This design comes from an exercise in tuning for small area, a short achievable clock period and few clock cycles per item on the open sky130 flow, not from production work.
At most, simulation tests tie the RTL to the original design; equivalence was not proved.
For run 1, only the layout was checked, not whether the RTL still works.
No activity file was given, so power comes from the tool's default toggle rates.

==> flow/design.v <==
`timescale 1ns / 1ps
package wwcb_pkg;
   localparam int BUFFER_DEPTH = 32;
   localparam int IDX_W        = 5;
   localparam int CNT_W        = 6;
   localparam int ITEM_W       = 16;
   localparam int MODEM_W      = 3;
   localparam int KEY_W        = ITEM_W + MODEM_W;
   localparam int CLASS_W      = 3;
   localparam int WEIGHT_W     = 8;
   localparam int CLIM_W       = 6;
   localparam int SERIAL_W     = 32;
   localparam int CSR_ADDR_W   = 3;
   localparam int CSR_DATA_W   = 32;
   localparam logic [WEIGHT_W-1:0] WEIGHT_LIMIT_RESET = 8'd20;
   localparam logic [CLIM_W-1:0]   COUNT_LIMIT_RESET  = 6'd32;
   localparam logic REG_WEIGHT_LIMIT = 1'b0;
   localparam logic REG_COUNT_LIMIT  = 1'b1;
   localparam logic MODE_ADD   = 1'b0;
   localparam logic MODE_FLUSH = 1'b1;
   function automatic logic [WEIGHT_W-1:0] class_weight(input logic [CLASS_W-1:0] wclass);
      logic [WEIGHT_W-1:0] w;
      unique case (wclass)
         3'd0:    w = 8'd20;
         3'd1:    w = 8'd1;
         3'd2:    w = 8'd1;
         3'd3:    w = 8'd1;
         3'd4:    w = 8'd1;
         3'd5:    w = 8'd1;
         default: w = 8'd0;
      endcase
      class_weight = w;
   endfunction
endpackage
`timescale 1ns / 1ps
import wwcb_pkg::*;
module wwcb_csr (
   input  logic                                clock,
   input  logic                                reset,
   input  logic                                csr_psel,
   input  logic                                csr_penable,
   input  logic                                csr_pwrite,
   input  logic [wwcb_pkg::CSR_ADDR_W-1:0]     csr_paddr,
   input  logic [wwcb_pkg::CSR_DATA_W-1:0]     csr_pwdata,
   output logic [wwcb_pkg::CSR_DATA_W-1:0]     csr_prdata,
   output logic                                csr_pready,
   output logic [wwcb_pkg::WEIGHT_W-1:0]       limit_weight,
   output logic [wwcb_pkg::CLIM_W-1:0]         limit_count,
   output logic                                limit_weight_we,
   output logic [wwcb_pkg::WEIGHT_W-1:0]       limit_weight_wdata,
   output logic                                limit_count_we,
   output logic [wwcb_pkg::CLIM_W-1:0]         limit_count_wdata
);
   logic [WEIGHT_W-1:0] weight_limit_ff, weight_limit_in;
   logic [CLIM_W-1:0]   count_limit_ff, count_limit_in;
   logic                wr_strobe;
   logic                reg_sel;
   logic                rd_sel_ff;
   assign csr_pready = 1'b1;
   assign wr_strobe  = csr_psel & csr_penable & csr_pwrite & csr_pready;
   assign reg_sel    = csr_paddr[2];
   always_comb begin
      weight_limit_in = weight_limit_ff;
      count_limit_in  = count_limit_ff;
      if (wr_strobe) begin
         unique case (reg_sel)
            REG_WEIGHT_LIMIT: weight_limit_in = csr_pwdata[WEIGHT_W-1:0];
            REG_COUNT_LIMIT:  count_limit_in  = csr_pwdata[CLIM_W-1:0];
            default:          ;
         endcase
      end
   end
   always_ff @(posedge clock) begin
      if (reset) begin
         weight_limit_ff <= WEIGHT_LIMIT_RESET;
         count_limit_ff  <= COUNT_LIMIT_RESET;
      end else begin
         weight_limit_ff <= weight_limit_in;
         count_limit_ff  <= count_limit_in;
      end
   end
   always_ff @(posedge clock) begin
      rd_sel_ff <= reg_sel;
   end
   always_comb begin
      unique case (rd_sel_ff)
         REG_WEIGHT_LIMIT: csr_prdata = {{(CSR_DATA_W-WEIGHT_W){1'b0}}, weight_limit_ff};
         REG_COUNT_LIMIT:  csr_prdata = {{(CSR_DATA_W-CLIM_W){1'b0}}, count_limit_ff};
         default:          csr_prdata = '0;
      endcase
   end
   assign limit_weight = weight_limit_ff;
   assign limit_count  = count_limit_ff;
   assign limit_weight_we    = wr_strobe & (reg_sel == REG_WEIGHT_LIMIT);
   assign limit_weight_wdata = csr_pwdata[WEIGHT_W-1:0];
   assign limit_count_we     = wr_strobe & (reg_sel == REG_COUNT_LIMIT);
   assign limit_count_wdata  = csr_pwdata[CLIM_W-1:0];
endmodule
`timescale 1ns / 1ps
import wwcb_pkg::*;
module wwcb_entry_ram (
   input  logic                           clock,
   input  logic                           reset,
   input  logic [wwcb_pkg::IDX_W-1:0]     tail,
   input  logic                           wr_en0,    
   input  logic                           wr_en1,    
   input  logic [wwcb_pkg::KEY_W-1:0]     wr_data,
   input  logic                           act_set,   
   input  logic                           act_clr,
   input  logic                           cmp_en,
   input  logic [wwcb_pkg::KEY_W-1:0]     cmp_key,
   output logic                           match,
   input  logic [wwcb_pkg::IDX_W-1:0]     rd_addr,
   output logic [wwcb_pkg::KEY_W-1:0]     rdata
);
   logic [KEY_W-1:0]        mem [BUFFER_DEPTH];
   logic [BUFFER_DEPTH-1:0] act;
   logic [BUFFER_DEPTH-1:0] eqv;
   logic [BUFFER_DEPTH-1:0] eqv_in;
   logic [BUFFER_DEPTH-1:0] at_tail;
   logic [BUFFER_DEPTH-1:0] after_tail;
   logic [BUFFER_DEPTH-1:0] rd_sel;
   always_comb begin
      for (int i = 0; i < BUFFER_DEPTH; i++) begin
         at_tail[i] = (tail == IDX_W'(i));
         rd_sel[i]  = (rd_addr == IDX_W'(i));
      end
      after_tail = {at_tail[BUFFER_DEPTH-2:0], at_tail[BUFFER_DEPTH-1]};
   end
   always_ff @(posedge clock) begin
      for (int i = 0; i < BUFFER_DEPTH; i++) begin
         if ((wr_en0 & at_tail[i]) | (wr_en1 & after_tail[i])) begin
            mem[i] <= wr_data;
         end
      end
   end
   always_ff @(posedge clock) begin
      for (int i = 0; i < BUFFER_DEPTH; i++) begin
         if (reset || act_clr) begin
            act[i] <= 1'b0;
         end else if (act_set && at_tail[i]) begin
            act[i] <= 1'b1;
         end
      end
   end
   always_comb begin
      for (int i = 0; i < BUFFER_DEPTH; i++) begin
         eqv_in[i] = (mem[i] == cmp_key);
      end
   end
   always_ff @(posedge clock) begin
      if (cmp_en) begin
         eqv <= eqv_in;
      end
   end
   assign match = |(eqv & act);
   always_comb begin
      rdata = '0;
      for (int i = 0; i < BUFFER_DEPTH; i++) begin
         rdata = rdata | (mem[i] & {KEY_W{rd_sel[i]}});
      end
   end
endmodule
`timescale 1ns / 1ps
import wwcb_pkg::*;
module wwcb_ctrl #(
   parameter int QDEPTH = 2
) (
   input  logic                               clock,
   input  logic                               reset,
   input  logic [wwcb_pkg::WEIGHT_W-1:0]      limit_weight,
   input  logic [wwcb_pkg::CLIM_W-1:0]        limit_count,
   input  logic                               limit_weight_we,
   input  logic [wwcb_pkg::WEIGHT_W-1:0]      limit_weight_wdata,
   input  logic                               limit_count_we,
   input  logic [wwcb_pkg::CLIM_W-1:0]        limit_count_wdata,
   input  logic                               req_valid,
   output logic                               req_ready,
   input  logic                               req_mode,
   input  logic [wwcb_pkg::ITEM_W-1:0]        req_item_id,
   input  logic [wwcb_pkg::MODEM_W-1:0]       req_modem_index,
   input  logic [wwcb_pkg::CLASS_W-1:0]       req_weight_class,
   output logic                               rsp_valid,
   input  logic                               rsp_ready,
   output logic [wwcb_pkg::ITEM_W-1:0]        rsp_out_item_id,
   output logic [wwcb_pkg::MODEM_W-1:0]       rsp_out_modem_index,
   output logic [wwcb_pkg::SERIAL_W-1:0]      rsp_batch_serial,
   output logic                               rsp_last,
   output logic [wwcb_pkg::IDX_W-1:0]         ram_tail,
   output logic                               ram_wr_en0,
   output logic                               ram_wr_en1,
   output logic [wwcb_pkg::KEY_W-1:0]         ram_wr_data,
   output logic                               ram_act_set,
   output logic                               ram_act_clr,
   output logic                               ram_cmp_en,
   output logic [wwcb_pkg::KEY_W-1:0]         ram_cmp_key,
   input  logic                               ram_match,
   output logic [wwcb_pkg::IDX_W-1:0]         ram_rd_addr,
   input  logic [wwcb_pkg::KEY_W-1:0]         ram_rdata
);
   localparam int QC_W = $clog2(QDEPTH + 1);
   logic                 s_valid;
   logic                 s_mode;
   logic [CLASS_W-1:0]   s_cls;
   logic [CNT_W-1:0]         act_cnt;   
   logic signed [CNT_W:0]    crem;      
   logic signed [WEIGHT_W:0] wrem;      
   logic [SERIAL_W-1:0]  hs;           
   logic [CNT_W-1:0]     rem1;         
   logic [1:0]           emp;          
   logic [CNT_W-1:0]     qn [QDEPTH];  
   logic [1:0]           qd [QDEPTH];  
   logic [QC_W-1:0]      qcnt;
   logic [IDX_W-1:0]     rd;           
   logic [IDX_W-1:0]     tail;
   logic [CNT_W-1:0]     occ;          
   logic                 o_valid;
   logic [KEY_W-1:0]     o_key;
   logic                 accept;
   logic                 s_add;
   logic [WEIGHT_W-1:0]  cls_w;
   logic                 w_hit;
   logic                 can_app;
   logic                 append;
   logic                 c_hit_app;
   logic                 c_hit_no;
   logic                 rel_need;
   logic                 maybe_rel;
   logic                 fa;
   logic                 may_app;
   logic                 slot_ok;
   logic                 stall;
   logic                 fire;
   logic                 release_b;
   logic [CNT_W-1:0]     new_cnt;
   logic                 pop;
   logic                 pop_last;
   logic                 rem1_is0;
   logic                 rem1_is1;
   logic                 rem1_after0;
   logic                 q_empty;
   logic                 idle_after;
   logic                 o_load;
   logic [1:0]           hs_add;
   logic [SERIAL_W-1:0]  hs_sum0;
   logic [SERIAL_W-1:0]  hs_sum1;
   logic [CNT_W-1:0]     occ_p1;
   logic [CNT_W-1:0]     occ_m1;
   logic [3:0]           hs_lo0;
   logic [3:0]           hs_lo1;
   logic [SERIAL_W-4:0]  hs_hi_inc;
   logic signed [WEIGHT_W:0] wrem_less_lim;
   logic signed [CNT_W:0]    crem_less_lim;
   assign s_add     = ~s_mode;
   assign cls_w     = wwcb_pkg::class_weight(s_cls);
   always_comb begin
      unique case (s_cls)
         3'd0:                         w_hit = (wrem <= 9'sd20);
         3'd1, 3'd2, 3'd3, 3'd4, 3'd5: w_hit = (wrem <= 9'sd1);
         default:                      w_hit = (wrem <= 9'sd0);
      endcase
   end
   assign c_hit_no  = (crem <= 7'sd0);
   assign c_hit_app = (crem <= 7'sd1);
   assign can_app   = ~act_cnt[CNT_W-1];
   assign append    = s_add & ~ram_match & can_app;
   assign new_cnt   = act_cnt + CNT_W'(append);
   assign rel_need  = s_mode | w_hit | (append ? c_hit_app : c_hit_no);
   assign maybe_rel = s_mode | w_hit | c_hit_app;
   assign stall     = maybe_rel & ((qcnt == QC_W'(QDEPTH)) | (emp == 2'd3));
   assign fire      = s_valid & ~stall;
   assign release_b = fire & rel_need;
   assign fa        = fire & append;
   assign may_app   = s_valid & s_add & can_app;
   assign slot_ok   = may_app ? (occ <= CNT_W'(BUFFER_DEPTH - 2)) : (occ <= CNT_W'(BUFFER_DEPTH - 1));
   assign req_ready = ~(s_valid & stall) & (slot_ok | (~s_valid & act_cnt[CNT_W-1]));
   assign accept    = req_valid & req_ready;
   assign pop         = o_valid & rsp_ready;
   assign rem1_is0    = (rem1 == '0);
   assign rem1_is1    = (rem1 == CNT_W'(1));
   assign pop_last    = pop & rem1_is1;
   assign rem1_after0 = rem1_is0 | pop_last;
   assign q_empty     = (qcnt == '0);
   assign idle_after  = rem1_after0 & q_empty;
   assign o_load      = (~o_valid & ~rem1_is0) | (pop & (~rem1_is1 | ~q_empty));
   assign hs_add  = q_empty ? emp : qd[0];
   assign hs_lo0    = {1'b0, hs[2:0]} + {2'b00, hs_add};
   assign hs_lo1    = {1'b0, hs[2:0]} + {2'b00, hs_add} + 4'd1;
   assign hs_hi_inc = hs[SERIAL_W-1:3] + (SERIAL_W-3)'(1);
   assign hs_sum0   = {hs_lo0[3] ? hs_hi_inc : hs[SERIAL_W-1:3], hs_lo0[2:0]};
   assign hs_sum1   = {hs_lo1[3] ? hs_hi_inc : hs[SERIAL_W-1:3], hs_lo1[2:0]};
   assign occ_p1 = occ + CNT_W'(1);
   assign occ_m1 = occ - CNT_W'(1);
   assign wrem_less_lim = wrem - $signed({1'b0, limit_weight});
   assign crem_less_lim = crem - $signed({1'b0, limit_count});
   assign ram_tail    = tail;
   assign ram_wr_en0  = accept & ~fa & (occ != CNT_W'(BUFFER_DEPTH));
   assign ram_wr_en1  = accept & (occ <= CNT_W'(BUFFER_DEPTH - 2));
   assign ram_wr_data = {req_item_id, req_modem_index};
   assign ram_act_set = fa;
   assign ram_act_clr = release_b;
   assign ram_cmp_en  = accept;
   assign ram_cmp_key = {req_item_id, req_modem_index};
   assign ram_rd_addr = rd;
   always_ff @(posedge clock) begin
      if (accept) begin
         s_mode <= req_mode;
         s_cls  <= req_weight_class;
      end
      if (o_load) begin
         o_key <= ram_rdata;
      end
   end
   always_ff @(posedge clock) begin
      if (reset) begin
         s_valid <= 1'b0;
         act_cnt <= '0;
         crem    <= 7'sd32;
         wrem    <= 9'sd20;
         hs      <= '0;
         emp     <= '0;
         rem1    <= '0;
         qcnt    <= '0;
         rd      <= '0;
         tail    <= '0;
         occ     <= '0;
         o_valid <= 1'b0;
      end else begin
         if (accept) begin
            s_valid <= 1'b1;
         end else if (fire) begin
            s_valid <= 1'b0;
         end
         if (release_b) begin
            act_cnt <= '0;
         end else if (fire) begin
            act_cnt <= new_cnt;
         end
         if (limit_count_we) begin
            crem <= crem_less_lim + $signed({1'b0, limit_count_wdata});
         end else if (release_b) begin
            crem <= $signed({1'b0, limit_count});
         end else if (fire & append) begin
            crem <= crem - 7'sd1;
         end
         if (limit_weight_we) begin
            wrem <= wrem_less_lim + $signed({1'b0, limit_weight_wdata});
         end else if (release_b) begin
            wrem <= $signed({1'b0, limit_weight});
         end else if (fire) begin
            wrem <= wrem - $signed({1'b0, cls_w});
         end
         if (fire & append) begin
            tail <= tail + IDX_W'(1);
         end
         if (o_load) begin
            rd <= rd + IDX_W'(1);
         end
         if ((fire & append) & ~o_load) begin
            occ <= occ_p1;
         end else if (~(fire & append) & o_load) begin
            occ <= occ_m1;
         end
         if (o_load) begin
            o_valid <= 1'b1;
         end else if (pop) begin
            o_valid <= 1'b0;
         end
         if (release_b & idle_after) begin
            hs   <= hs_sum1;
            emp  <= '0;
            rem1 <= new_cnt;
         end else begin
            if (pop_last) begin
               hs   <= hs_sum0;
               rem1 <= q_empty ? '0 : qn[0];
            end else if (pop) begin
               rem1 <= rem1 - CNT_W'(1);
            end
            if (q_empty & pop_last) begin
               emp <= '0;
            end
            if (release_b) begin
               emp <= (new_cnt == '0) ? emp + 2'd1 : 2'd0;
            end
            if (pop_last & ~q_empty) begin
               for (int j = 0; j < QDEPTH - 1; j++) begin
                  qn[j] <= qn[j + 1];
                  qd[j] <= qd[j + 1];
               end
            end
            if (release_b && new_cnt != '0) begin
               for (int j = 0; j < QDEPTH; j++) begin
                  if (QC_W'(j) == qcnt - QC_W'(pop_last & ~q_empty)) begin
                     qn[j] <= new_cnt;
                     qd[j] <= emp + 2'd1;
                  end
               end
            end
            qcnt <= qcnt - QC_W'(pop_last & ~q_empty) + QC_W'(release_b && new_cnt != '0);
         end
      end
   end
   assign rsp_valid           = o_valid;
   assign rsp_out_item_id     = o_key[KEY_W-1:MODEM_W];
   assign rsp_out_modem_index = o_key[MODEM_W-1:0];
   assign rsp_batch_serial    = hs;
   assign rsp_last            = rem1_is1;
endmodule
`timescale 1ns / 1ps
import wwcb_pkg::*;
module weighted_write_coalescing_buffer_unit (
   input  logic                               clock,
   input  logic                               reset,
   input  logic                               req_valid,
   output logic                               req_ready,
   input  logic                               req_mode,
   input  logic [wwcb_pkg::ITEM_W-1:0]        req_item_id,
   input  logic [wwcb_pkg::MODEM_W-1:0]       req_modem_index,
   input  logic [wwcb_pkg::CLASS_W-1:0]       req_weight_class,
   output logic                               rsp_valid,
   input  logic                               rsp_ready,
   output logic [wwcb_pkg::ITEM_W-1:0]        rsp_out_item_id,
   output logic [wwcb_pkg::MODEM_W-1:0]       rsp_out_modem_index,
   output logic [wwcb_pkg::SERIAL_W-1:0]      rsp_batch_serial,
   output logic                               rsp_last,
   input  logic                               csr_psel,
   input  logic                               csr_penable,
   input  logic                               csr_pwrite,
   input  logic [wwcb_pkg::CSR_ADDR_W-1:0]    csr_paddr,
   input  logic [wwcb_pkg::CSR_DATA_W-1:0]    csr_pwdata,
   output logic [wwcb_pkg::CSR_DATA_W-1:0]    csr_prdata,
   output logic                               csr_pready
);
   logic [WEIGHT_W-1:0] limit_weight;
   logic [CLIM_W-1:0]   limit_count;
   logic                limit_weight_we;
   logic [WEIGHT_W-1:0] limit_weight_wdata;
   logic                limit_count_we;
   logic [CLIM_W-1:0]   limit_count_wdata;
   logic [IDX_W-1:0]    ram_tail;
   logic                ram_wr_en0;
   logic                ram_wr_en1;
   logic [KEY_W-1:0]    ram_wr_data;
   logic                ram_act_set;
   logic                ram_act_clr;
   logic                ram_cmp_en;
   logic [KEY_W-1:0]    ram_cmp_key;
   logic                ram_match;
   logic [IDX_W-1:0]    ram_rd_addr;
   logic [KEY_W-1:0]    ram_rdata;
   wwcb_csr u_csr (
      .clock       (clock),
      .reset       (reset),
      .csr_psel    (csr_psel),
      .csr_penable (csr_penable),
      .csr_pwrite  (csr_pwrite),
      .csr_paddr   (csr_paddr),
      .csr_pwdata  (csr_pwdata),
      .csr_prdata  (csr_prdata),
      .csr_pready  (csr_pready),
      .limit_weight (limit_weight),
      .limit_count  (limit_count),
      .limit_weight_we    (limit_weight_we),
      .limit_weight_wdata (limit_weight_wdata),
      .limit_count_we     (limit_count_we),
      .limit_count_wdata  (limit_count_wdata)
   );
   wwcb_entry_ram u_entry_ram (
      .clock       (clock),
      .reset       (reset),
      .tail        (ram_tail),
      .wr_en0      (ram_wr_en0),
      .wr_en1      (ram_wr_en1),
      .wr_data     (ram_wr_data),
      .act_set     (ram_act_set),
      .act_clr     (ram_act_clr),
      .cmp_en      (ram_cmp_en),
      .cmp_key     (ram_cmp_key),
      .match       (ram_match),
      .rd_addr     (ram_rd_addr),
      .rdata       (ram_rdata)
   );
   wwcb_ctrl u_ctrl (
      .clock               (clock),
      .reset               (reset),
      .limit_weight        (limit_weight),
      .limit_count         (limit_count),
      .limit_weight_we     (limit_weight_we),
      .limit_weight_wdata  (limit_weight_wdata),
      .limit_count_we      (limit_count_we),
      .limit_count_wdata   (limit_count_wdata),
      .req_valid           (req_valid),
      .req_ready           (req_ready),
      .req_mode            (req_mode),
      .req_item_id         (req_item_id),
      .req_modem_index     (req_modem_index),
      .req_weight_class    (req_weight_class),
      .rsp_valid           (rsp_valid),
      .rsp_ready           (rsp_ready),
      .rsp_out_item_id     (rsp_out_item_id),
      .rsp_out_modem_index (rsp_out_modem_index),
      .rsp_batch_serial    (rsp_batch_serial),
      .rsp_last            (rsp_last),
      .ram_tail            (ram_tail),
      .ram_wr_en0          (ram_wr_en0),
      .ram_wr_en1          (ram_wr_en1),
      .ram_wr_data         (ram_wr_data),
      .ram_act_set         (ram_act_set),
      .ram_act_clr         (ram_act_clr),
      .ram_cmp_en          (ram_cmp_en),
      .ram_cmp_key         (ram_cmp_key),
      .ram_match           (ram_match),
      .ram_rd_addr         (ram_rd_addr),
      .ram_rdata           (ram_rdata)
   );
endmodule
==> flow/run.sh <==
#!/bin/bash
# synth_recipe.tcl (not shown) runs the flow's synth.tcl, then flattens the netlist and writes it again
# the make line also repeats each setting of config.mk as NAME=value (left out here)
make -C /OpenROAD-flow-scripts/flow DESIGN_CONFIG=/design/flow/config.mk WORK_HOME=/design/flow/orfs CLKGATE_MAP_FILE= SYNTH_SCRIPT=/design/flow/synth_recipe.tcl finish
==> flow/config.mk <==
export PLATFORM = sky130hd
export DESIGN_NAME = weighted_write_coalescing_buffer_unit
export DESIGN_NICKNAME = weighted_write_coalescing_buffer_unit
export VERILOG_FILES = /design/flow/design.v
export SDC_FILE = /design/flow/constraint.sdc
export NUM_CORES = 4
export LEC_CHECK = 0
export CAP_MARGIN = 20
export CORE_MARGIN = 2
export CORE_UTILIZATION = 40
export GPL_TIMING_DRIVEN = 1
export SETUP_SLACK_MARGIN = 2.5
export SLEW_MARGIN = 20
export TNS_END_PERCENT = 100
==> flow/constraint.sdc <==
create_clock -name core_clock -period 6.0 [get_ports {clock}]
set_input_delay 1.2000 -clock core_clock [delete_from_list [all_inputs] [get_ports {clock}]]
set_output_delay 1.2000 -clock core_clock [all_outputs]
set_load 0.01 [all_outputs]
==> results of run 1 <==
[tightest hold or removal path, cell delays in order (launching register included)]
cell,delay (ps)
dfxtp_1,330
a31oi_1,40
nor2_1,70
[metal layers]
metal  wire length [um]  track usage  part of all wire  vias up
met5                 13            0          0.000087        -
met4               9870        0.161             0.066        2
met3              16400       0.0719              0.11      373
met2              66400        0.454              0.44     1987
met1              57300        0.386              0.38    14400
li1                   -            -                 -    12000
[kinds of logic after synthesis]
group | Yosys count | share of synthesized area
DFF | 808 | 0.592
and+or+nand+nor | 699 | 0.0945
xor gates and xnor gates | 656 | 0.148
AOI/OAI and AO/OA | 550 | 0.104
buffers and inverters | 273 | 0.0289
adders and majority gates | 67 | 0.0247
muxes | 28 | 0.00751
other | 2 | 0.000194
[worst paths after layout]
path                            slack (ps)  cells after the start             endpoint
worst max-delay path                  2370                      5  u_entry_ram.eqv[26]
worst min-delay path                   470                      2  u_entry_ram.act[25]
worst max register to register        2430                      7      u_ctrl.o_key[5]
worst min register to register         470                      2  u_entry_ram.act[25]
[placed cells by master, fill, tap and decap left out, drive strengths merged, types with 37 or more instances in the layout]
cell,n
clkbuf,120
clkdlybuf4s50,74
ha,51
inv,84
nand4,100
clkinv,37
o21ai,40
nor2,177
edfxtp,679
a222oi,39
nand2,102
dfxtp,129
buf,164
xor2,628
nor4,164
a21oi,97
a22o,44
a22oi,178
a221oi,44
[metrics by stage]
step                 util  power (mW)  hold slack, ps  cell area [um2]
global placement    0.433        9.38             447            41800
finish              0.470        14.9             474            45300
global route        0.470        15.4             512            45300
CTS                 0.466        14.9             475            45000
detailed placement  0.433        9.39             459            41800
floorplan               -        8.18             436            39000
[synth_stat cells, types with 44 or more instances]
master / number
edfxtp_1: 679
xor2_1: 628
a22oi_1: 178
nor2_1: 177
nor4_1: 163
dfxtp_1: 129
clkbuf_1: 106
nand2_1: 102
nand4_1: 100
a21oi_1: 97
inv_1: 84
buf_1: 54
ha_1: 51
a221oi_1: 44
a22o_1: 44
[flip-flops by register name (all words and copies together) (netlist names), 6 cells and up]
signal and flops:
u_csr.weight_limit_ff 8, u_entry_ram.mem 608, u_ctrl.o_key 19, u_ctrl.qn 12
u_ctrl.act_cnt 6, u_ctrl.rem1 6, u_ctrl.wrem 9, u_csr.count_limit_ff 6
u_entry_ram.eqv 32, u_entry_ram.act 32, u_ctrl.hs 32, u_ctrl.occ 6
u_ctrl.crem 7
[final cells by class]
| type | count | area (um2) |
|---|---|---|
| fillers | 8801 | 51100 |
| flip-flops and latches | 808 | 23000 |
| multi-input cells | 2025 | 15500 |
| clock buffers | 120 | 2390 |
| repair buffers | 243 | 2090 |
| well taps | 1276 | 1600 |
| clock inverters | 45 | 437 |
| inverters | 84 | 319 |
| diodes | 3 | 7.51 |
[power groups by stage]
stage,Sequential (mW),Clock (mW),Combinational [mW]
after floorplan,6.71,0,1.48
after global placement,6.73,0,2.66
after detailed placement,6.73,0,2.66
after CTS,6.62,5.48,2.75
after global routing,6.65,5.70,3.03
final,6.63,5.43,2.86
[timing repair]
| item | in CTS | in global routing |
|---|---|---|
| cloned | 0 | 2 |
| pin swaps | 22 | 24 |
| setup endpoints to repair | 616 | 272 |
| resized for setup | 50 | 73 |
| buffers inserted | 19 | 7 |
==> results.yml, run 1 <==
critical_path:
  crit_path_max_incr_delay_ps: 990
  cp.arrival_ps: 4020
  critPathTopFamily: "simple AND/OR/NAND/NOR gates"
  critPathBufInv: 1
  cp_cell_sequence: "buf_4, xor2_1, nor4_1, nand4_1, nor4_1"
  critPathMaxFanout: 29
  cp.required_ps: 6390
  r2r_start: "u_ctrl.rd[0]"
  cp_slowest_cell: "nor4_1"
  cp-startpoint: "req_item_id[6]"
  cp-start-kind: "input pin"
  cp_common_cell: "nor4_1"
  endpoint_kind: "flop"
  worstSetupPathType: "in2reg"
power:
  p_seq_frac: 0.444
  comb_power_share: 0.192
  p_int_mw: 10.5
  p_leak_nw: 15.6
  netSwitchingFraction: 0.299
  ir_worst_vdd_v: 0.000262
  p_per_area_nw_per_um2: 329
  switchingPower_mw: 4.46
  pwr-share-clk: 0.364
timing:
  fin_crit_sh: 0.605
  relSlewSlack: 0.176
  tightest_slew_ps: 1240
  setup_viol: 0
  fmax_mhz: 275
  period_minus_slack_ps: 3630
  setup_ws_ps: 2370
  rsz0062_at_grt: "true"
  setup_tns_ps: 0
  fin_skew_ps: 53.1
  drv_slew: 0
  hold_violations: 0
detailed_routing:
  drt.antenna.violating_nets: 0
  first_pass_iters: 7
  drc: 0
  wl_per_cell_um: 32.6
  via_per_inst: 6.25
  vias: 28800
  wirelength_um: 150000
  first_iter_violations: 4583
clock_network:
  root_buffer: "clkbuf_16"
  clock_sinks: 808
  cts_tree: "done"
  htreeDepth: 3
  cts.clk_slew.worst_paths_ps: 60
  numCtsBuffers: 90
  cts_max_path_buffers: 3
  clock_latency_ps: 690
  cts_hold_buf: 0
synth:
  synth_edf_count: 679
  synth_area_per_cell_um2: 12.6
  synthArstFlopShare: 0
  netlist_instances: 3083
  ys_seq_area_frac: 0.592
  yosysUniqueCellTypes: 68
  synth_top_area_frac: 0.525
  ys_ff_latch: 808
  synth_top_cell_by_area: "edfxtp_1"
  synth_warnings: 6
  synth_ff_type: "edfxtp_1"
  synth_area_leaders: "edfxtp_1 53%, xor2_1 14%, dfxtp_1 6.7%, a22oi_1 3.4%, nor4_1 2.6%"
  synth_area_um2: 38800
placed_design:
  pre_cts_ws_ps: 1250
  placed_cells: 4408
  hpwl_um: 105000
  io_buffers: 100
  gp_congestion: 1.01
floorplanning:
  die_width_um: 315
  initial_utilization: 0.403
  die-height_um: 315
  io_pins: 152
  dieArea_um2: 99500
  coreArea_um2: 96400
  row_count: 114
cells_and_area:
  fin_cells: 4604
  drive_above_1_share: 0.134
  area_growth_pct: 16.8
  fin_nets: 3384
job:
  maxCapViolCount: 0
global_route:
  overflow: 0
  grt_pass1_wl_um: 207000
  grt_max_degree: 51
  grt_pass1_vias: 27000
  grtUsageTotal: 0.296
  antenna_found_initial: 4
worst_hold_path:
  min_from: "u_entry_ram.act[25]"
  hold_path.class: "reg2reg"
status:
  status: "finished clean"
==> run 2: changes to the inputs <==
--- a/flow/design.v
+++ b/flow/design.v
@@ -204,6 +204,6 @@
    logic [CLASS_W-1:0]   s_cls;
    logic [CNT_W-1:0]         act_cnt;   
-   logic signed [CNT_W:0]    crem;      
-   logic signed [WEIGHT_W:0] wrem;      
+   logic [CNT_W:0]       crem;         
+   logic [WEIGHT_W:0]    wrem;         
    logic [SERIAL_W-1:0]  hs;           
    logic [CNT_W-1:0]     rem1;         
@@ -250,17 +250,17 @@
    logic [3:0]           hs_lo1;
    logic [SERIAL_W-4:0]  hs_hi_inc;
-   logic signed [WEIGHT_W:0] wrem_less_lim;
-   logic signed [CNT_W:0]    crem_less_lim;
+   logic [WEIGHT_W:0]    wrem_less_lim;
+   logic [CNT_W:0]       crem_less_lim;
    assign s_add     = ~s_mode;
    assign cls_w     = wwcb_pkg::class_weight(s_cls);
    always_comb begin
       unique case (s_cls)
-         3'd0:                         w_hit = (wrem <= 9'sd20);
-         3'd1, 3'd2, 3'd3, 3'd4, 3'd5: w_hit = (wrem <= 9'sd1);
-         default:                      w_hit = (wrem <= 9'sd0);
+         3'd0:                         w_hit = wrem[WEIGHT_W] | (wrem[WEIGHT_W-1:0] <= 8'd20);
+         3'd1, 3'd2, 3'd3, 3'd4, 3'd5: w_hit = wrem[WEIGHT_W] | (wrem[WEIGHT_W-1:0] <= 8'd1);
+         default:                      w_hit = wrem[WEIGHT_W] | (wrem[WEIGHT_W-1:0] == 8'd0);
       endcase
    end
-   assign c_hit_no  = (crem <= 7'sd0);
-   assign c_hit_app = (crem <= 7'sd1);
+   assign c_hit_no  = crem[CNT_W] | (crem[CNT_W-1:0] == 6'd0);
+   assign c_hit_app = crem[CNT_W] | (crem[CNT_W-1:0] <= 6'd1);
    assign can_app   = ~act_cnt[CNT_W-1];
    assign append    = s_add & ~ram_match & can_app;
@@ -292,6 +292,6 @@
    assign occ_p1 = occ + CNT_W'(1);
    assign occ_m1 = occ - CNT_W'(1);
-   assign wrem_less_lim = wrem - $signed({1'b0, limit_weight});
-   assign crem_less_lim = crem - $signed({1'b0, limit_count});
+   assign wrem_less_lim = wrem - {1'b0, limit_weight};
+   assign crem_less_lim = crem - {1'b0, limit_count};
    assign ram_tail    = tail;
    assign ram_wr_en0  = accept & ~fa & (occ != CNT_W'(BUFFER_DEPTH));
@@ -316,6 +316,6 @@
          s_valid <= 1'b0;
          act_cnt <= '0;
-         crem    <= 7'sd32;
-         wrem    <= 9'sd20;
+         crem    <= 7'd32;
+         wrem    <= 9'd20;
          hs      <= '0;
          emp     <= '0;
@@ -338,16 +338,16 @@
          end
          if (limit_count_we) begin
-            crem <= crem_less_lim + $signed({1'b0, limit_count_wdata});
+            crem <= crem_less_lim + {1'b0, limit_count_wdata};
          end else if (release_b) begin
-            crem <= $signed({1'b0, limit_count});
+            crem <= {1'b0, limit_count};
          end else if (fire & append) begin
-            crem <= crem - 7'sd1;
+            crem <= crem - 7'd1;
          end
          if (limit_weight_we) begin
-            wrem <= wrem_less_lim + $signed({1'b0, limit_weight_wdata});
+            wrem <= wrem_less_lim + {1'b0, limit_weight_wdata};
          end else if (release_b) begin
-            wrem <= $signed({1'b0, limit_weight});
+            wrem <= {1'b0, limit_weight};
          end else if (fire) begin
-            wrem <= wrem - $signed({1'b0, cls_w});
+            wrem <= wrem - {1'b0, cls_w};
          end
          if (fire & append) begin
--- a/flow/config.mk
+++ b/flow/config.mk
@@ -9,6 +9,4 @@
 export CORE_MARGIN = 2
 export CORE_UTILIZATION = 40
-export GPL_TIMING_DRIVEN = 1
 export SETUP_SLACK_MARGIN = 2.5
 export SLEW_MARGIN = 20
-export TNS_END_PERCENT = 100
==> results.yml, run 2 <==
status:
  status: "finished clean"
synth:
  synth_top_area_frac: 0.525
  synth_area_um2: 38800
  synth_area_per_cell_um2: 12.6
  synth_edf_count: 679
  ys_ff_latch: 808
  synth_warnings: 6
  synth_common_cells: "679 x edfxtp_1, 623 x xor2_1, 201 x a22oi_1"
  ys_seq_area_frac: 0.591
  synth_ff_type: "edfxtp_1"
  synth.most_common_cell: "edfxtp_1"
  yosysUniqueCellTypes: 68
  synthArstFlopShare: 0
  synth_top_cell_by_area: "edfxtp_1"
  synth_area_leaders: "edfxtp_1 52%, xor2_1 14%, dfxtp_1 6.6%, a22oi_1 3.9%, nor4_1 2.7%"
  netlist_instances: 3092
cells_and_area:
  fin_cells: 4623
  area_growth_pct: 18.6
  regMostFlops: "u_entry_ram.mem"
  final_cell_mix: "679 x edfxtp_1, 621 x xor2_1, 199 x a22oi_1, 158 x nor4_1, 126 x dfxtp_1"
  largest_reg_flops: 608
  drive_above_1_share: 0.132
  n_fill_cell: 8691
  final_common_cell: "edfxtp_1"
  fin_nets: 3406
global_route:
  globalRouteMet2Util: 0.445
  antenna_found_initial: 5
  grt_max_degree: 52
  use_met3: 0.0758
  grtUsageMet1: 0.393
  grtUsageTotal: 0.301
  overflow: 0
  grt_pass1_vias: 26600
  grt_pass1_wl_um: 209000
  grt-busiest-layer: "met2"
timing:
  period_minus_slack_ps: 3680
  setup_viol: 0
  relSlewSlack: 0.108
  setup_ws_ps: 2320
  rsz0062_at_grt: "true"
  hold_violations: 0
  setup_tns_ps: 0
  fin_skew_ps: 32.0
  fmax_mhz: 272
  fin_crit_sh: 0.614
  tightest_slew_ps: 1330
  drv_slew: 0
detailed_routing:
  drt.antenna.violating_nets: 0
  first_pass_iters: 10
  via_per_inst: 6.35
  wl_per_cell_um: 34.0
  first_iter_violations: 4746
  wirelength_um: 157000
  drc: 0
  vias: 29400
clock_network:
  clock_sinks: 808
  cts_max_path_buffers: 3
  root_buffer: "clkbuf_16"
  clock_latency_ps: 700
  cts_tree: "done"
  cts.clk_slew.worst_paths_ps: 60
  htreeDepth: 3
  cts_hold_buf: 0
  numCtsBuffers: 90
critical_path:
  cp-start-kind: "input pin"
  endpoint_kind: "flop"
  cp.arrival_ps: 4090
  critPathMaxFanout: 35
  cp.required_ps: 6400
  worstSetupPathType: "in2reg"
worst_hold_path:
  hold_path.class: "reg2reg"
floorplanning:
  die_width_um: 316
  row_count: 114
  dieArea_um2: 99600
  coreArea_um2: 96400
  initial_utilization: 0.403
  io_pins: 152
  die-height_um: 316
job:
  maxCapViolCount: 0
placed_design:
  io_buffers: 100
  placed_cells: 4406
  hpwl_um: 107000
  pre_cts_ws_ps: 1560
  gp_congestion: 1.05
power:
  ir_worst_vdd_v: 0.000259
  p_leak_nw: 15.7
  p_per_area_nw_per_um2: 333
[run 2: changes by cell type in the layout (fill, tap and decap cells not counted), sizes merged, moves of 9 or more]
cell and delta:
o21ai -9, o41ai +11, inv +9, a22oi +23
a21oi +21, o21a -10, a221oi -9
[run 2: cells by family after synthesis]
| family | synth area share |
|---|---|
| mux | 0.00560 |
| buf+inv | 0.0305 |
| flops | 0.591 |
| compound gates | 0.105 |
| xor+xnor | 0.146 |
| other cells | 0.000193 |
| simple gates | 0.0972 |
| fa+ha+maj | 0.0243 |
[run 2: where the power goes]
part / internal [mW] / switching [mW]
Combinational: 1.08 / 2.01
Clock: 3.14 / 2.40
Sequential: 6.45 / 0.233
[run 2: repair_timing]
item / CTS / global route
pin swaps: 25 / 26
gates cloned: 1 / 17
buffers inserted: 18 / 17
setup endpoints to repair: 667 / 560
resized for setup: 69 / 84
[run 2: through the flow]
step / util / area (um2) / hold slack (ps) / total power [mW]
floorplan: - / 39000 / 436 / 8.32
global placement: 0.433 / 41700 / 443 / 9.60
detailed placement: 0.433 / 41700 / 453 / 9.61
CTS: 0.468 / 45100 / 468 / 15.2
global route: 0.478 / 46100 / 486 / 15.8
finish: 0.478 / 46100 / 469 / 15.3
[run 2: per-layer routing]
layer / up-vias / routed length [um] / share of wire
met3: 494 / 19900 / 0.13
li1: 12100 / - / -
met4: 6 / 13300 / 0.084
met2: 2234 / 66800 / 0.42
met1: 14600 / 57300 / 0.36
met5: - / 39 / 0.00025
[run 2: cell type report]
cell class              instances  area (um2)  share of cell area
diodes                          2        5.00            0.000109
multi-input cells            2026       15400               0.335
well taps                    1276        1600              0.0347
clock inverters                52         524              0.0114
inverters                      89         344             0.00747
flip-flops and latches        808       23000               0.499
repair buffers                260        2820              0.0612
clock buffers                 110        2380              0.0516
[run 2: worst paths after layout]
check / slack (ps) / start / cells after the start / end
max: 2320 / req_modem_index[2] / 6 / u_entry_ram.eqv[3]
min: 470 / u_entry_ram.act[8] / 2 / u_entry_ram.act[8]
max reg2reg: 2380 / u_ctrl.rd[0] / 7 / u_ctrl.o_key[18]
min reg2reg: 470 / u_entry_ram.act[8] / 2 / u_entry_ram.act[8]
[run 2: critical path, cell delays in order]
cell	delay (ps)
buf_4	370
buf_12	300
xor2_1	100
nor4_1	1010
nand4_1	460
nor4_1	600
Testbench counts of run 2, summed over its fixed seeds: cycles 12,318, items 12,000.
==> run 3: changes to the inputs <==
--- a/flow/config.mk
+++ b/flow/config.mk
@@ -9,4 +9,4 @@
 export CORE_MARGIN = 2
 export CORE_UTILIZATION = 40
-export SETUP_SLACK_MARGIN = 2.5
+export SETUP_SLACK_MARGIN = 2.8
 export SLEW_MARGIN = 20
==> results.yml, run 3 <==
synth:
  synth.most_common_cell: "edfxtp_1"
  synth_warnings: 6
  synth_area_per_cell_um2: 12.6
  synth_common_cells: "679 x edfxtp_1, 623 x xor2_1, 201 x a22oi_1"
  netlist_instances: 3092
  ys_seq_area_frac: 0.591
  synth_area_um2: 38800
  synth_top_cell_by_area: "edfxtp_1"
  synth_ff_type: "edfxtp_1"
  yosysUniqueCellTypes: 68
  synthArstFlopShare: 0
  ys_ff_latch: 808
  synth_top_area_frac: 0.525
  synth_edf_count: 679
  synth_area_leaders: "edfxtp_1 52%, xor2_1 14%, dfxtp_1 6.6%, a22oi_1 3.9%, nor4_1 2.7%"
clock_network:
  numCtsBuffers: 89
  root_buffer: "clkbuf_16"
  clock_sinks: 808
  cts_max_path_buffers: 3
  clock_latency_ps: 690
  cts.clk_slew.worst_paths_ps: 60
  cts_tree: "done"
  htreeDepth: 3
power:
  ir_worst_vdd_v: 0.000244
  netSwitchingFraction: 0.304
  switchingPower_mw: 4.82
  p_int_mw: 11.0
  pwr-share-clk: 0.362
  p_per_area_nw_per_um2: 328
  p_seq_frac: 0.421
  p_leak_nw: 16.6
  comb_power_share: 0.217
worst_hold_path:
  hold_depth: 2
  min_from: "u_ctrl.hs[31]"
  hold_path.class: "reg2reg"
  hold-path-endpoint: "u_ctrl.hs[31]"
cells_and_area:
  final_cell_mix: "679 x edfxtp_1, 621 x xor2_1, 195 x a22oi_1, 156 x buf_4, 139 x nor4_1"
  fin_nets: 3519
  final_common_cell: "edfxtp_1"
  largest_reg_flops: 608
  n_fill_cell: 8408
  regMostFlops: "u_entry_ram.mem"
  drive_above_1_share: 0.192
  area_growth_pct: 24.6
global_route:
  grt_pass1_wl_um: 218000
  grt_max_degree: 51
  grt_pass1_vias: 27600
  grtUsageTotal: 0.314
  antenna_found_initial: 8
  overflow: 0
critical_path:
  cp-start-kind: "flop"
  r2r_start: "u_ctrl.s_cls[1]"
  cp.arrival_ps: 4080
  r2r_setup_slack_ps: 2310
  r2r_cells: 17
  critPathMaxFanout: 9
  cp_cell_sequence: "nor3_4, o21ai_2, a2111o_1, buf_6, buf_6, a41o_4, nand2_4, clkinv_8, a311oi_4, buf_12, buf_12, buf_6, a22oi_2, buf_12, nor3_4, buf_12, clkbuf_16"
  crit_path_max_incr_delay_ps: 470
  r2r_end: "u_entry_ram.mem[14][9]"
  endpoint_kind: "flop"
  cp_slowest_cell: "a2111o_1"
  worstSetupPathType: "reg2reg"
  cp_common_cell: "buf_12"
  critPathTopFamily: "buffers and inverters"
  critPathBufInv: 9
  cp.required_ps: 6390
timing:
  fmax_mhz: 271
  fin_skew_ps: 43.5
  rsz0062_at_grt: "true"
  setup_tns_ps: 0
  drv_slew: 0
  hold_violations: 0
  period_minus_slack_ps: 3690
  fin_hold_ws_ps: 470
  relSlewSlack: 0.150
  tightest_slew_ps: 1270
  fin_crit_sh: 0.615
  setup_viol: 0
detailed_routing:
  vias: 30500
  wirelength_um: 165000
  via_per_inst: 6.42
  drt.antenna.violating_nets: 0
  route.met3.wl_um: 22700
  wl_met2_um: 68600
  first_pass_iters: 9
  top_layer: "met5"
  first_iter_violations: 4853
  m1WireLength_um: 59000
  drc: 0
  wl_per_cell_um: 34.7
floorplanning:
  row_count: 114
  dieArea_um2: 99600
  die_width_um: 316
  initial_utilization: 0.403
  coreArea_um2: 96400
  io_pins: 152
  die-height_um: 316
job:
  maxCapViolCount: 0
status:
  status: "finished clean"
placed_design:
  io_buffers: 100
  gp_congestion: 1.04
  hpwl_um: 107000
run 3: cell counts after synthesis:
Identical to the previous run, type by type.
run 3: logic make-up (layout without fill, tap and decap cells):
logic type,after synthesis,count (layout),share of synthesized area
flops,808,808,0.591
fa+ha+maj,66,66,0.0243
mux,21,21,0.00560
compound gates,560,566,0.105
other cells,2,29,0.000193
buf+inv,284,625,0.0305
xor+xnor,647,647,0.146
simple gates,704,705,0.0972
run 3: area by class of cell:
class	instances	area (um2)	area share
Inverter	89	355	0.00734
Clock buffer	112	2400	0.0495
Antenna cell	4	10.0	0.000207
Multi-Input combinational cell	2030	16200	0.335
Clock inverter	54	589	0.0122
Sequential cell	808	23000	0.475
Tap cell	1276	1600	0.0330
Timing Repair Buffer	370	4270	0.0882
run 3: worst register-to-register path, cell delays in order, from the launching register on:
cell and delay, ps:
edfxtp_1 450, nor3_4 250, o21ai_2 90, a2111o_1 470, buf_6 140, buf_6 100
a41o_4 220, nand2_4 100, clkinv_8 70, a311oi_4 300, buf_12 150, buf_12 100
buf_6 100, a22oi_2 90, buf_12 200, nor3_4 240, buf_12 190, clkbuf_16 170
run 3: power groups by stage:
stage	Combinational (mW)	Sequential [mW]	Clock, mW
floorplan	1.65	6.74	0
global placement	2.86	6.78	0
detailed placement	2.88	6.78	0
CTS	3.13	6.68	5.76
global route	3.60	6.71	5.96
finish	3.44	6.69	5.74
run 3: worst max-delay path by stage:
| stage | startpoint | to | slack, ps | cells past startpoint |
|---|---|---|---|---|
| final | u_ctrl.s_cls[1] | u_entry_ram.mem[14][9] | 2310 | 17 |
| after global routing | u_ctrl.s_cls[1] | u_entry_ram.mem[14][5] | 2200 | 18 |
| after CTS | u_ctrl.s_cls[1] | req_ready | 2370 | 6 |
| after detailed placement | u_ctrl.crem[2] | u_entry_ram.mem[13][17] | 1510 | 8 |
| after global placement | req_valid | u_entry_ram.mem[13][17] | 1540 | 6 |
| after floorplan | rsp_ready | u_ctrl.occ[5] | 2560 | 13 |
run 3: per-layer routing:
metal  vias up  global-route usage
li1      12300                   -
met1     15100               0.400
met2      2461               0.460
met3       600               0.102
met4         6               0.199
met5         -                   0
run 3: timing repair:
action / in CTS / in global routing
setup buffers: 101 / 44
hold buffers: 0 / 0
cloned: 13 / 23
endpoints found under the setup margin: 706 / 728
gates resized for setup: 162 / 123
endpoints found under the hold margin: 0 / 0
pin swaps: 72 / 60
run 3: through the flow:
stage	power (mW)	utilization	setup WS, ps	cells	cell area, um2
after CTS	15.6	0.487	2370	4671	46900
after floorplan	8.39	-	2560	3115	39300
final	15.9	0.502	2310	4743	48400
after global routing	16.3	0.502	2200	4739	48400
after global placement	9.64	0.434	1540	4391	41900
after detailed placement	9.66	0.434	1510	4391	41900

-- port drivers added, routing unchanged --
In the flow no input, the clock included, has a driving cell. The finished layouts below were timed again as built, in two steps. Step 1 (the two cells are an assumption about what drives the block):
set clk [get_ports {clock}]
set_driving_cell -lib_cell sky130_fd_sc_hd__clkbuf_16 $clk
set_driving_cell -lib_cell sky130_fd_sc_hd__buf_2 [delete_from_list [all_inputs] $clk]
Step 2 times the ports against the registers' clock, not the clock port: input delays grow and output delays shrink by t, the midpoint of the rising clock arrivals with the driver on. Slacks: ideal / step 1 / step 2; pairs: ideal / step 1.
run | t, ns | setup slack, ns | worst setup path at the end | cell pins on the clock port's net
run 1 | 0.738 | 2.370 / 2.419 / 1.680 | input to register | 1
run 2 | 0.755 | 2.318 / 2.326 / 1.598 | input to register | 1
run 3 | 0.740 | 2.310 / 2.300 / 1.751 | input to register | 1
After both steps every run listed still meets setup and hold. For run 2, which loses most, drivers alone change the setup slack by +0.008 ns; drivers and shift together by -0.720 ns.
